This is an optimization exercise on Yosys and OpenROAD, whose aim is small area, a short achievable clock period and few clock cycles, not a production implementation.
The RTL of this run was laid out without a check of its function.
Power and IR drop assume default switching activity.

`flow/config.mk`:
```
export PLATFORM = sky130hd
export DESIGN_NAME = matrix_vector_multiply_top
export DESIGN_NICKNAME = matrix_vector_multiply_top
export VERILOG_FILES = /design/flow/design.v
export SDC_FILE = /design/flow/constraint.sdc
export NUM_CORES = 4
export LEC_CHECK = 0
export CAP_MARGIN = 20
export CORE_MARGIN = 2
export CORE_UTILIZATION = 45
export PLACE_DENSITY = 0.6
export SLEW_MARGIN = 20
```
`flow/constraint.sdc`:
```
create_clock -name core_clock -period 9.0 [get_ports {clk}]
set_input_delay 1.8000 -clock core_clock [delete_from_list [all_inputs] [get_ports {clk}]]
set_output_delay 1.8000 -clock core_clock [all_outputs]
set_load 0.01 [all_outputs]
```
`flow/design.v`:
```
package mvm_pkg;
    localparam int MAX_DIM   = 64;
    localparam int IDX_W     = 6;
    localparam int DIM_W     = 7;
    localparam int VALUE_W   = 32;
    localparam int PROD_W    = 64;
    localparam int ROW_W     = 6;
    localparam int CFG_W     = 7;
    localparam int CFG_IDX_W = 1;
    localparam int FRAC_W    = 16;
    localparam logic [CFG_IDX_W-1:0] REG_ROWS = 1'd0;
    localparam logic [CFG_IDX_W-1:0] REG_COLS = 1'd1;
    localparam logic [CFG_W-1:0]     DIM_RESET = 7'd4;
    localparam logic CMD_VECTOR = 1'b0;
    localparam logic CMD_MATRIX = 1'b1;
endpackage
import mvm_pkg::*;
module mvm_ctrl
#(
    parameter int RES_SLOTS = 1    
)
(
    input  logic                  clk,
    input  logic                  rst_n,
    input  logic                  cfg_we,
    input  logic [CFG_IDX_W-1:0]  cfg_index,
    input  logic [CFG_W-1:0]      cfg_data,
    input  logic                  in_valid,
    output logic                  in_ready,
    input  logic                  in_cmd,
    input  logic [VALUE_W-1:0]    in_value,
    input  logic                  res_taken,   
    output logic                  e_mat,       
    output logic [VALUE_W-1:0]    e_value,
    output logic [IDX_W-1:0]      e_place,     
    output logic                  e_first,
    output logic                  e_emit,
    output logic [ROW_W-1:0]      e_row,
    output logic                  e_last,
    output logic                  wr_lo,
    output logic                  wr_hi
);
    logic [CFG_W-1:0] rows_reg, cols_reg;
    logic [IDX_W-1:0] load_pos_reg, col_pos_reg, row_pos_reg;
    logic [IDX_W-1:0] phase_reg;
    logic             ready_reg;
    logic [1:0]       pend_reg;      
    logic             e_valid_reg, e_vec_reg;
    logic [VALUE_W-1:0] e_value_reg;
    logic [IDX_W-1:0] e_place_reg;
    logic             e_first_reg, e_emit_reg, e_last_reg;
    logic [ROW_W-1:0] e_row_reg;
    logic [DIM_W-1:0] rows_eff, cols_eff;
    logic [IDX_W-1:0] load_idx, col_idx, row_idx;
    logic [DIM_W-1:0] load_inc, col_inc, row_inc;
    logic             accept, row_done, final_row;
    logic [IDX_W-1:0] load_pos_next, col_pos_next, row_pos_next;
    logic [IDX_W-1:0] place_next;
    logic             wait_now, wait_next, pot_next;
    logic [1:0]       pend_next;
    always_comb
    begin
        rows_eff = (rows_reg == '0) ? DIM_W'(1) : (rows_reg > 7'd64) ? DIM_W'(64) : rows_reg;
        cols_eff = (cols_reg == '0) ? DIM_W'(1) : (cols_reg > 7'd64) ? DIM_W'(64) : cols_reg;
    end
    always_ff @(posedge clk or negedge rst_n)
    begin
        if (!rst_n)
        begin
            rows_reg <= DIM_RESET;
            cols_reg <= DIM_RESET;
        end
        else if (cfg_we)
        begin
            if (cfg_index == REG_ROWS)
                rows_reg <= cfg_data;
            else
                cols_reg <= cfg_data;
        end
    end
    always_comb
    begin
        accept    = in_valid && ready_reg;
        load_idx  = ({1'b0, load_pos_reg} >= cols_eff) ? '0 : load_pos_reg;
        col_idx   = ({1'b0, col_pos_reg} >= cols_eff) ? '0 : col_pos_reg;
        row_idx   = ({1'b0, row_pos_reg} >= rows_eff) ? '0 : row_pos_reg;
        load_inc  = {1'b0, load_idx} + DIM_W'(1);
        col_inc   = {1'b0, col_idx} + DIM_W'(1);
        row_inc   = {1'b0, row_idx} + DIM_W'(1);
        row_done  = col_inc >= cols_eff;
        final_row = row_inc >= rows_eff;
    end
    always_comb
    begin
        load_pos_next = load_pos_reg;
        col_pos_next  = col_pos_reg;
        row_pos_next  = row_pos_reg;
        if (accept)
        begin
            if (in_cmd == CMD_VECTOR)
            begin
                load_pos_next = (load_inc >= cols_eff) ? '0 : load_inc[IDX_W-1:0];
                col_pos_next  = '0;
                row_pos_next  = '0;
            end
            else
            begin
                load_pos_next = '0;
                col_pos_next  = row_done ? '0 : col_inc[IDX_W-1:0];
                row_pos_next  = !row_done ? row_idx : final_row ? '0 : row_inc[IDX_W-1:0];
            end
        end
    end
    assign wait_now  = e_valid_reg && e_vec_reg && (e_place_reg[IDX_W-2:0] != '0);
    assign place_next = ((in_cmd == CMD_VECTOR) ? load_idx : col_idx) - phase_reg - IDX_W'(1);
    assign wait_next = accept ? ((in_cmd == CMD_VECTOR) && (place_next[IDX_W-2:0] != '0))
                              : (wait_now && (e_place_reg[IDX_W-2:0] != IDX_W'(1)));
    assign pot_next  = cfg_we || (DIM_W'(col_pos_next) + DIM_W'(1) >= cols_eff);
    assign pend_next = pend_reg + 2'(accept && in_cmd == CMD_MATRIX && row_done) - 2'(res_taken);
    always_ff @(posedge clk or negedge rst_n)
    begin
        if (!rst_n)
        begin
            load_pos_reg <= '0;
            col_pos_reg  <= '0;
            row_pos_reg  <= '0;
            phase_reg    <= '0;
            ready_reg    <= 1'b0;
            pend_reg     <= '0;
            e_valid_reg  <= 1'b0;
        end
        else
        begin
            load_pos_reg <= load_pos_next;
            col_pos_reg  <= col_pos_next;
            row_pos_reg  <= row_pos_next;
            phase_reg    <= phase_reg + IDX_W'(1);
            ready_reg    <= !wait_next && (!pot_next || (pend_next < 2'(RES_SLOTS)));
            pend_reg     <= pend_next;
            e_valid_reg  <= accept || wait_now;
        end
    end
    always_ff @(posedge clk)
    begin
        if (accept)
        begin
            e_vec_reg   <= (in_cmd == CMD_VECTOR);
            e_value_reg <= in_value;
            e_first_reg <= (col_idx == '0);
            e_emit_reg  <= row_done;
            e_row_reg   <= row_idx;
            e_last_reg  <= final_row;
        end
        e_place_reg <= accept ? place_next : e_place_reg - IDX_W'(1);
    end
    assign in_ready = ready_reg;
    assign e_mat    = e_valid_reg && !e_vec_reg;
    assign e_value  = e_value_reg;
    assign e_place  = e_place_reg;
    assign e_first  = e_first_reg;
    assign e_emit   = e_emit_reg;
    assign e_row    = e_row_reg;
    assign e_last   = e_last_reg;
    assign wr_lo    = e_valid_reg && e_vec_reg && (e_place_reg == '0);
    assign wr_hi    = e_valid_reg && e_vec_reg && (e_place_reg == IDX_W'(MAX_DIM / 2));
endmodule
import mvm_pkg::*;
module mvm_cell
(
    input  logic               clk,
    input  logic               wr_lo,      
    input  logic               wr_hi,      
    input  logic [VALUE_W-1:0] wr_data,
    input  logic [IDX_W-1:0]   rd_sel,     
    output logic [VALUE_W-1:0] rd_data
);
    logic [MAX_DIM-1:0][VALUE_W-1:0] ring;
    always_ff @(posedge clk)
    begin
        for (int i = 0; i < MAX_DIM; i++)
        begin
            if (i == MAX_DIM - 1)
                ring[i] <= wr_lo ? wr_data : ring[0];
            else if (i == MAX_DIM / 2 - 1)
                ring[i] <= wr_hi ? wr_data : ring[i+1];
            else
                ring[i] <= ring[i+1];
        end
    end
    assign rd_data = ring[rd_sel];
endmodule
import mvm_pkg::*;
module mvm_mac
(
    input  logic                      clk,
    input  logic                      rst_n,
    input  logic                      e_mat,
    input  logic [VALUE_W-1:0]        e_value,
    input  logic [VALUE_W-1:0]        e_x,
    input  logic                      e_first,
    input  logic                      e_emit,
    input  logic [ROW_W-1:0]          e_row,
    input  logic                      e_last,
    output logic                      out_valid,
    input  logic                      out_ready,
    output logic [VALUE_W-1:0]        row_sum,
    output logic [ROW_W-1:0]          row_number,
    output logic                      last
);
    localparam int SH_W = PROD_W - FRAC_W;
    logic                      op_valid_reg;
    logic signed [VALUE_W-1:0] op_a_reg, op_b_reg;
    logic                      op_first_reg, op_emit_reg, op_last_reg;
    logic [ROW_W-1:0]          op_row_reg;
    logic                      mul_valid_reg;
    logic signed [PROD_W-1:0]  mul_prod_reg;
    logic                      mul_first_reg, mul_emit_reg, mul_last_reg;
    logic [ROW_W-1:0]          mul_row_reg;
    logic signed [PROD_W-1:0]  acc_reg, acc_next;
    logic                      fin_valid_reg;
    logic [ROW_W-1:0]          fin_row_reg;
    logic                      fin_last_reg;
    logic                      out_valid_reg;
    logic [VALUE_W-1:0]        row_sum_reg, row_sum_next;
    logic [ROW_W-1:0]          row_number_reg;
    logic                      last_reg;
    logic signed [PROD_W-1:0]  acc_base;
    logic signed [PROD_W:0]    acc_wide;
    logic signed [SH_W-1:0]    acc_shift;
    always_ff @(posedge clk or negedge rst_n)
    begin
        if (!rst_n)
        begin
            op_valid_reg  <= 1'b0;
            mul_valid_reg <= 1'b0;
            fin_valid_reg <= 1'b0;
        end
        else
        begin
            op_valid_reg  <= e_mat;
            mul_valid_reg <= op_valid_reg;
            fin_valid_reg <= mul_valid_reg && mul_emit_reg;
        end
    end
    always_ff @(posedge clk)
    begin
        op_a_reg      <= e_value;
        op_b_reg      <= e_x;
        op_first_reg  <= e_first;
        op_emit_reg   <= e_emit;
        op_row_reg    <= e_row;
        op_last_reg   <= e_last;
        mul_prod_reg  <= op_a_reg * op_b_reg;
        mul_first_reg <= op_first_reg;
        mul_emit_reg  <= op_emit_reg;
        mul_row_reg   <= op_row_reg;
        mul_last_reg  <= op_last_reg;
        fin_row_reg   <= mul_row_reg;
        fin_last_reg  <= mul_last_reg;
    end
    always_comb
    begin
        acc_base = mul_first_reg ? '0 : acc_reg;
        acc_wide = {acc_base[PROD_W-1], acc_base} + {mul_prod_reg[PROD_W-1], mul_prod_reg};
        if (acc_wide[PROD_W] != acc_wide[PROD_W-1])
            acc_next = acc_wide[PROD_W] ? {1'b1, {(PROD_W-1){1'b0}}}
                                        : {1'b0, {(PROD_W-1){1'b1}}};
        else
            acc_next = acc_wide[PROD_W-1:0];
    end
    always_ff @(posedge clk)
    begin
        if (mul_valid_reg)
            acc_reg <= acc_next;
    end
    always_comb
    begin
        acc_shift = acc_reg[PROD_W-1:FRAC_W];
        if (acc_shift[SH_W-1:VALUE_W-1] == '0 || acc_shift[SH_W-1:VALUE_W-1] == '1)
            row_sum_next = acc_shift[VALUE_W-1:0];
        else
            row_sum_next = acc_shift[SH_W-1] ? {1'b1, {(VALUE_W-1){1'b0}}}
                                             : {1'b0, {(VALUE_W-1){1'b1}}};
    end
    always_ff @(posedge clk or negedge rst_n)
    begin
        if (!rst_n)
            out_valid_reg <= 1'b0;
        else
            out_valid_reg <= fin_valid_reg || (out_valid_reg && !out_ready);
    end
    always_ff @(posedge clk)
    begin
        if (fin_valid_reg)
        begin
            row_sum_reg    <= row_sum_next;
            row_number_reg <= fin_row_reg;
            last_reg       <= fin_last_reg;
        end
    end
    assign out_valid  = out_valid_reg;
    assign row_sum    = row_sum_reg;
    assign row_number = row_number_reg;
    assign last       = last_reg;
endmodule
import mvm_pkg::*;
module matrix_vector_multiply_top
(
    input  logic                 clk,
    input  logic                 rst_n,
    input  logic                 cfg_we,
    input  logic [CFG_IDX_W-1:0] cfg_index,
    input  logic [CFG_W-1:0]     cfg_data,
    input  logic                 in_valid,
    output logic                 in_ready,
    input  logic                 in_cmd,
    input  logic [VALUE_W-1:0]   in_value,
    output logic                 out_valid,
    input  logic                 out_ready,
    output logic [VALUE_W-1:0]   out_row_sum,
    output logic [ROW_W-1:0]     out_row_number,
    output logic                 out_last
);
    logic               e_mat, e_first, e_emit, e_last, wr_lo, wr_hi;
    logic [VALUE_W-1:0] e_value, e_x;
    logic [IDX_W-1:0]   e_place;
    logic [ROW_W-1:0]   e_row;
    mvm_ctrl u_ctrl (
        .clk       (clk),
        .rst_n     (rst_n),
        .cfg_we    (cfg_we),
        .cfg_index (cfg_index),
        .cfg_data  (cfg_data),
        .in_valid  (in_valid),
        .in_ready  (in_ready),
        .in_cmd    (in_cmd),
        .in_value  (in_value),
        .res_taken (out_valid && out_ready),
        .e_mat     (e_mat),
        .e_value   (e_value),
        .e_place   (e_place),
        .e_first   (e_first),
        .e_emit    (e_emit),
        .e_row     (e_row),
        .e_last    (e_last),
        .wr_lo     (wr_lo),
        .wr_hi     (wr_hi)
    );
    mvm_cell u_store (
        .clk     (clk),
        .wr_lo   (wr_lo),
        .wr_hi   (wr_hi),
        .wr_data (e_value),
        .rd_sel  (e_place),
        .rd_data (e_x)
    );
    mvm_mac u_mac (
        .clk        (clk),
        .rst_n      (rst_n),
        .e_mat      (e_mat),
        .e_value    (e_value),
        .e_x        (e_x),
        .e_first    (e_first),
        .e_emit     (e_emit),
        .e_row      (e_row),
        .e_last     (e_last),
        .out_valid  (out_valid),
        .out_ready  (out_ready),
        .row_sum    (out_row_sum),
        .row_number (out_row_number),
        .last       (out_last)
    );
endmodule
```
`flow/run.sh`:
```
#!/bin/bash
# synth_recipe.tcl (not shown) runs the flow's synth.tcl, then flattens the netlist and writes it again
# the make line also repeats each setting of config.mk as NAME=value (left out here)
make -C /OpenROAD-flow-scripts/flow DESIGN_CONFIG=/design/flow/config.mk WORK_HOME=/design/flow/orfs CLKGATE_MAP_FILE= SYNTH_SCRIPT=/design/flow/synth_recipe.tcl finish
```
==> flow_summary.json <==
{
  "status": "complete, no violations",
  "tns_ns": 0,
  "power_frac_comb_pct": 22.2,
  "intPower_mw": 19.7,
  "cp-start-kind": "flop",
  "max_stage_delay_ns": 1.00,
  "rsz0062_at_grt": "false",
  "area_delta_synth_final_pct": 11.4,
  "cts_setup_buffers": 0,
  "grt_use_total_pct": 19.4,
  "synthTopCellsByCount": "dfxtp_1, inv_1, fa_1",
  "cts_buffer_depth": 3,
  "hold_buffers": 0,
  "leakagePower_nw": 49.7,
  "antenna_found_initial": 7,
  "ys_seq_area_share_pct": 45.3,
  "slew_headroom_pct": 24.1,
  "pwr-share-seq_pct": 42.6,
  "top_layer": "met4",
  "dp.cells": 11400,
  "crit_end": "u_mac.mul_prod_reg[62]",
  "drive_gt1_share_pct": 15.1,
  "period_needed_ns": 8.65,
  "nFillCells": 20900,
  "synth_edf_count": 145,
  "netlist.top_cell.by_area": "dfxtp_1",
  "synth.most_common_cell": "dfxtp_1",
  "io_buffers": 86,
  "synthTopCellsByArea": "dfxtp_1, fa_1, mux4_2, inv_1, edfxtp_1",
  "synth_top_area_share_pct": 40.3,
  "powerDensity_nw_per_um2": 231,
  "drt-met1-wl_mm": 110,
  "cp_max_fo": 22,
  "crit_slowest_cell": "dfxtp_1",
  "p_sw_share_pct": 30.2,
  "finalHoldViolations": 0,
  "worst_setup_path_end_kind": "flop",
  "timing.rr.start": "u_mac.op_b_reg[19]",
  "ys.flop_type": "dfxtp_1",
  "overflow": 0,
  "fmax_ghz": 0.116,
  "peakVddDrop_uv": 271,
  "wirelength_mm": 235,
  "largest_reg_flops": 2048,
  "core_area_um2": 243000,
  "timing.rr.end": "u_mac.mul_prod_reg[62]",
  "skew_ns": 0.0699,
  "instances_no_fill": 11900,
  "ant_nets": 0,
  "first_pass_iters": 5,
  "yosysWarnings": 3,
  "worst_path_most_repeated_cell": "fa_1",
  "vias": 61000,
  "maxCapViolations": 0,
  "fin_nets": 9904,
  "synth.net_count": 9874,
  "ys_types": 81,
  "cts_tree": "done",
  "dieArea_um2": 248000,
  "synthCells": 8435,
  "slew_violations": 0,
  "hold_start": "u_store.ring[378]",
  "die_y_um": 498,
  "critPathRequiredTime_ns": 9.73,
  "crit_type": "reg2reg",
  "die_w_um": 498,
  "worst_pin_slew_ns": 1.14,
  "setup_viol": 0,
  "cts_made_buffers": 225,
  "start_util_pct": 45.2,
  "r2r_cells": 28,
  "hold_path.class": "reg2reg",
  "period_share_pct": 96.1,
  "htreeDepth": 4,
  "drt_iter0_markers": 3934,
  "rows": 181,
  "net-switching-power_mw": 8.52,
  "post_cts_resized": 0,
  "path_clk_slew_ns": 0.06,
  "met3_wirelength_mm": 14.2,
  "clk_latency_ns": 0.89,
  "vias_per_cell": 5.14,
  "startpoint": "u_mac.op_b_reg[19]",
  "rrSetupSlack_ns": 0.35,
  "place.gp.congestion": 0.891,
  "power_frac_clock_pct": 35.1,
  "dpl.hpwl_mm": 170,
  "grt_max_degree": 160,
  "io-pin-count": 87,
  "first_global_vias": 67000,
  "grt_first_pass_wirelength_mm": 381,
  "routedWlPerCell_um": 19.8,
  "root_buffer": "clkbuf_16",
  "clock_sinks": 2398,
  "syn_area_per_cell_um2": 13.0,
  "syn_area_um2": 110000,
  "worstPathArrival_ns": 9.38,
  "async_flop_share_pct": 1.92,
  "ys_seq_elements": 2398,
  "drc": 0,
  "route.met2.wl_mm": 107
}
how the worst min path moves through the flow:
stage | slack, ns | to | cells after the start
2_1_floorplan | 0.31 | u_mac.fin_last_reg | 0
3_3_place_gp | 0.31 | u_mac.mul_row_reg[4] | 0
3_5_place_dp | 0.31 | u_mac.fin_last_reg | 0
4_1_cts | 0.27 | u_store.ring[693] | 0
5_1_grt | 0.28 | u_store.ring[565] | 0
6_report | 0.29 | u_store.ring[346] | 0
cell type report:
cell class / count / area (um2) / share of cell area, %
timing repair buffer: 225 / 2050 / 1.68
tap: 3202 / 4010 / 3.28
multi-input combinational: 4412 / 53900 / 44.1
sequential: 2398 / 49700 / 40.7
clock buffer: 319 / 6550 / 5.36
clock inverter: 105 / 1430 / 1.17
inverter: 1203 / 4520 / 3.70
antenna: 4 / 10.0 / 0.00819
cell families (layout without fill, tap and decap cells):
logic type               after synthesis  in the layout  share of synthesized area [%]
AND/OR/NAND/NOR                     1518           1518                           6.47
XOR/XNOR                             164            164                           1.32
multiplexers                         753            753                           14.6
flip-flops                          2398           2398                           45.3
adder cells (fa/ha/maj)             1397           1397                           23.3
other                                  0              4                              0
buffers and inverters               1625           1852                           5.61
AO/OA/AOI/OAI                        580            580                           3.32
metrics by stage:
step | hold WS (ns) | setup slack, ns | utilization (%) | power, mW | instance area, um2
6_report | 0.286 | 0.352 | 50.3 | 28.2 | 122000
5_1_grt | 0.282 | 0.0257 | 50.3 | 29.7 | 122000
4_1_cts | 0.272 | 0.474 | 50.3 | 28.6 | 122000
3_5_place_dp | 0.313 | 0.546 | 47.0 | 18.7 | 114000
3_3_place_gp | 0.311 | 0.629 | 47.0 | 18.6 | 114000
2_1_floorplan | 0.310 | 1.49 | - | 16.8 | 110000
placed cells by master, fill, tap and decap left out, types with 21 or more instances in the layout:
cell,instances
a21o_1,81
a21oi_1,185
and2_1,319
buf_4,128
bufinv_16,21
clkbuf_1,43
clkbuf_16,230
clkbuf_8,46
clkdlybuf4s50_1,85
clkinv_2,41
dfrtp_1,42
dfxtp_1,2200
edfxtp_1,145
fa_1,1084
ha_1,309
inv_1,1202
mux2_2,78
mux4_2,672
nand2_1,811
nand2b_1,44
nand3_1,47
nand4_1,32
nor2_1,122
nor2b_1,66
nor3_1,27
o21ai_0,144
xnor2_1,105
xor2_1,58
critical path: cells and delay by family, from the launching register on:
family | cells | cell delay, ns
buffers and inverters | 8 | 0.73
AO/OA/AOI/OAI | 7 | 1.58
flip-flops | 1 | 1.00
AND/OR/NAND/NOR | 3 | 0.47
XOR/XNOR | 1 | 0.16
adder cells (fa/ha/maj) | 9 | 4.51
layer usage:
layer | global-route usage [%] | vias up
li1 | - | 27700
met1 | 28.1 | 31500
met2 | 30.2 | 1508
met3 | 3.82 | 328
met4 | 4.80 | 0
met5 | 0 | -
power groups by stage:
stage               logic [mW]  registers [mW]  clock network [mW]
global route              6.96            12.1                10.6
global placement          6.34            12.3                   0
CTS                       6.40            12.1                10.2
finish                    6.28            12.0                9.92
detailed placement        6.38            12.3                   0
floorplan                 4.91            11.9                   0

-- afterwards: timing with drivers on the ports --
The results above use ideal ports. As a check the final layout listed here was re-extracted and re-timed, cells and wires unchanged.
Step 1, drivers: a clkbuf_16 drives clk and a buf_2 each remaining input, both assumed.
Step 2 moves the port delays by t, midway between the first and last clock arrival at a register: inputs arrive t later, outputs are due t later. That takes back most of the time a late clock gives input paths.
Three values: ideal, step 1, step 2; two values: the first two.
t, ns: 0.949
setup WS [ns]: 0.352 / 0.352 / 0.352
hold slack, ns: 0.286 / 0.286 / 0.286
slew at the worst register clock pin (ns): 0.07 / 0.07
After both steps this run still meets setup and hold. The setup slack of this run moves by 0.000 ns with the drivers and by 0.000 ns with both steps.
